This design comes from an exercise in tuning for small area, a short achievable clock period and few clock cycles per item on the open sky130 flow, not from production work. Only simulation tests tie the RTL to the original design; equivalence was not proved. Power and IR drop assume default switching activity.

## run A
==> flow/design.v (excerpt) <==
module video_pad_crop_filter #(
  parameter int CHUNK_BITS         = 5,
  parameter int HACTIVE_BITS       = 11,
  parameter int VACTIVE_BITS       = 11,
  parameter int BITS_PER_PIXEL     = 16,
  parameter int REQ_FIFO_ADDR_BITS = HACTIVE_BITS - CHUNK_BITS,
  parameter int PIX_FIFO_ADDR_BITS = CHUNK_BITS + 1
) (
  input  logic                                        scalerClock,
  input  logic                                        reset,
  input  logic                                        bypass,
  input  logic [VACTIVE_BITS-1:0]                     padTopRows,
  input  logic [HACTIVE_BITS-CHUNK_BITS-1:0]          padLeftChunks,
  input  logic [VACTIVE_BITS-1:0]                     sourceRows,
  input  logic [HACTIVE_BITS-CHUNK_BITS-1:0]          sourceChunks,
  input  logic [BITS_PER_PIXEL-1:0]                   padColor,
  output logic                                        downstreamRequestFifoReadEnable,
  input  logic                                        downstreamRequestFifoEmpty,
  input  logic [VACTIVE_BITS+HACTIVE_BITS-CHUNK_BITS-1:0] downstreamRequestFifoReadData,
  output logic                                        downstreamResponseFifoWriteEnable,
  input  logic                                        downstreamResponseFifoFull,
  ...
For scale: ~2,500 flip-flops, roughly 130 I/O pins, roughly 94,000 um2 of cells after synthesis.
make LEC_CHECK=0 CAP_MARGIN=20 CORE_MARGIN=2 CORE_UTILIZATION=50 CTS_CLUSTER_DIAMETER=100 CTS_CLUSTER_SIZE=30 PLACE_DENSITY=0.65 SETUP_SLACK_MARGIN=2.5 SLEW_MARGIN=20 finish   # period 5.0 ns
run.sh (not shown) runs the stock make flow with config.mk's settings and CLKGATE_MAP_FILE= SYNTH_SCRIPT=/design/flow/synth_recipe.tcl, a recipe that flattens the netlist after the stock synthesis.
Testbench counts of run A, summed over its fixed seeds: cycles 37,036, pixels 36,864.
Input-level comparison between run B and run A:
Settings: PLACE_DENSITY no longer set, was 0.65; CORE_UTILIZATION now 40, was 50.
Findings:
[compare] base=run A new=run B: shortest clock period the worst path allows after layout higher, count of plain and timing-repair buffers in the layout higher. On clock network area share, run B and run A are neck and neck. Looking only at global routing met1 resource utilization, and setting everything else aside, the higher value of run B and run A goes to run A. Comparing run B against run A, there is no change at all in async set or reset register ratio after synthesis. flip-flop to flip-flop as the class of the most critical hold timing path was reported by run B, and input port to flip-flop by run A. Run B vs run A: global-route usage down in run B. Between run B and run A, the hold buffer count at cts figures differ only marginally. In run B relative to run A, final cell count had gone up by a little under 10%. Diff run A -> run B: number of fill cells rose by 5,831, final RePlAce weighted congestion moved down.
Input-level comparison between run C and run B:
Settings: changing CTS_CLUSTER_SIZE from 30 to 26; setting PLACE_DENSITY to 0.65 for the first time; changing CORE_UTILIZATION from 40 to 50.
## What came out
Cmp run C vs run B: number of instances resized during post-cts repair higher in run C. Delta (run C minus run B): sequential fraction of total cell area shows an increase of 0.35 points, combinational power shows no meaningful change, setup slack shows an increase of 22 ps. Run C — relative max-transition margin 2.4 points lower, run B as reference. Post-synthesis to final-layout area growth, run C and run B: lower on run C. Compared with run B, in run C aggregate global-route resource usage up 5.0 points, final wirelength decreased by 3.9% relative to the old numbers.
What run D does differently from run C at the input level:
Settings: SETUP_SLACK_MARGIN: 2.5 -> 2.6.
Results
Relative to run C, the met3 wire length measured on run D has decreased by a few percent.
[run D] fraction of layout cells with a size suffix above 1 rose 0.79 points relative to run C
Going from run C to run D, the average wire per cell in the routed design was found to have gone down by about 0.4%.
Run D and run C ended up with roughly the same final core utilization.
When run D is set beside run C, its first-pass GRT wire length turns out to be 1200 um smaller.
The global placer's final weighted congestion of run C and that of run D are within noise of each other.
There was hardly any difference in routed wire length between run C and run D.
The worst hold slack across all endpoints of run D is lower than that of run C.
Run C ended up with wd_q[15] as its source of the critical timing path; run D ended up with u_pix.full_q.
~same sequential share of power in run C and run D
The following lists how run E was set up differently from run D:
Settings: clearing PLACE_DENSITY, which used to be 0.65; swapping 2.6 for 2.5 in SETUP_SLACK_MARGIN; swapping 50 for 40 in CORE_UTILIZATION.
## What came out
- Against run D, wire length in run E came out worse.
- Sequential portion of the cell area (run E over run D): decrease, 0.59 points
- [compare] base=run D new=run E: final cell count went up; via count did not really move; number of synthesized flops with an enable pin did not really move; pin count of the biggest net entering global routing went down.
- Having completed the whole flow, run E delivered a layout that passed the timing, design-rule and antenna checks.
- Delta (run E minus run D): global-route usage dropped 4.9 points; post-synthesis to final-layout area growth climbed 0.87 points.
- Relative slew slack: run E vs run D down 3.1 points

[static timing again, ports no longer ideal]
Ports are ideal in the flow. The routed layouts listed here were re-timed in OpenROAD. Step 1: set_driving_cell puts a clkbuf_16 on scalerClock and a buf_2 on each other input, an assumption about the parent block. Step 2 moves the port delays by t, midway between the first and last clock arrival at a register: inputs arrive t later, outputs are due t later. That takes back most of the time a late clock gives input paths. Slacks: ideal / step 1 / step 2; pairs: ideal / step 1.
| run | t, ns | setup WS [ns] | slew at the worst register clock pin (ns) | worst data-port slew with drivers (ns) |
|---|---|---|---|---|
| run A | 0.892 | 2.443 / 2.343 / 1.733 | 0.12 / 0.12 | 0.21 |
| run B | 0.869 | 2.393 / 2.309 / 1.710 | 0.12 / 0.12 | 0.14 |
| run C | 0.881 | 2.415 / 2.331 / 1.726 | 0.11 / 0.11 | 0.20 |
| run D | 0.891 | 2.439 / 2.351 / 1.818 | 0.11 / 0.11 | 0.07 |
| run E | 0.891 | 2.322 / 2.239 / 1.699 | 0.11 / 0.11 | 0.14 |
After both steps setup and hold are still met in every run listed. The setup slack of run A, which loses most, moves by -0.100 ns with the drivers and by -0.710 ns with both steps.
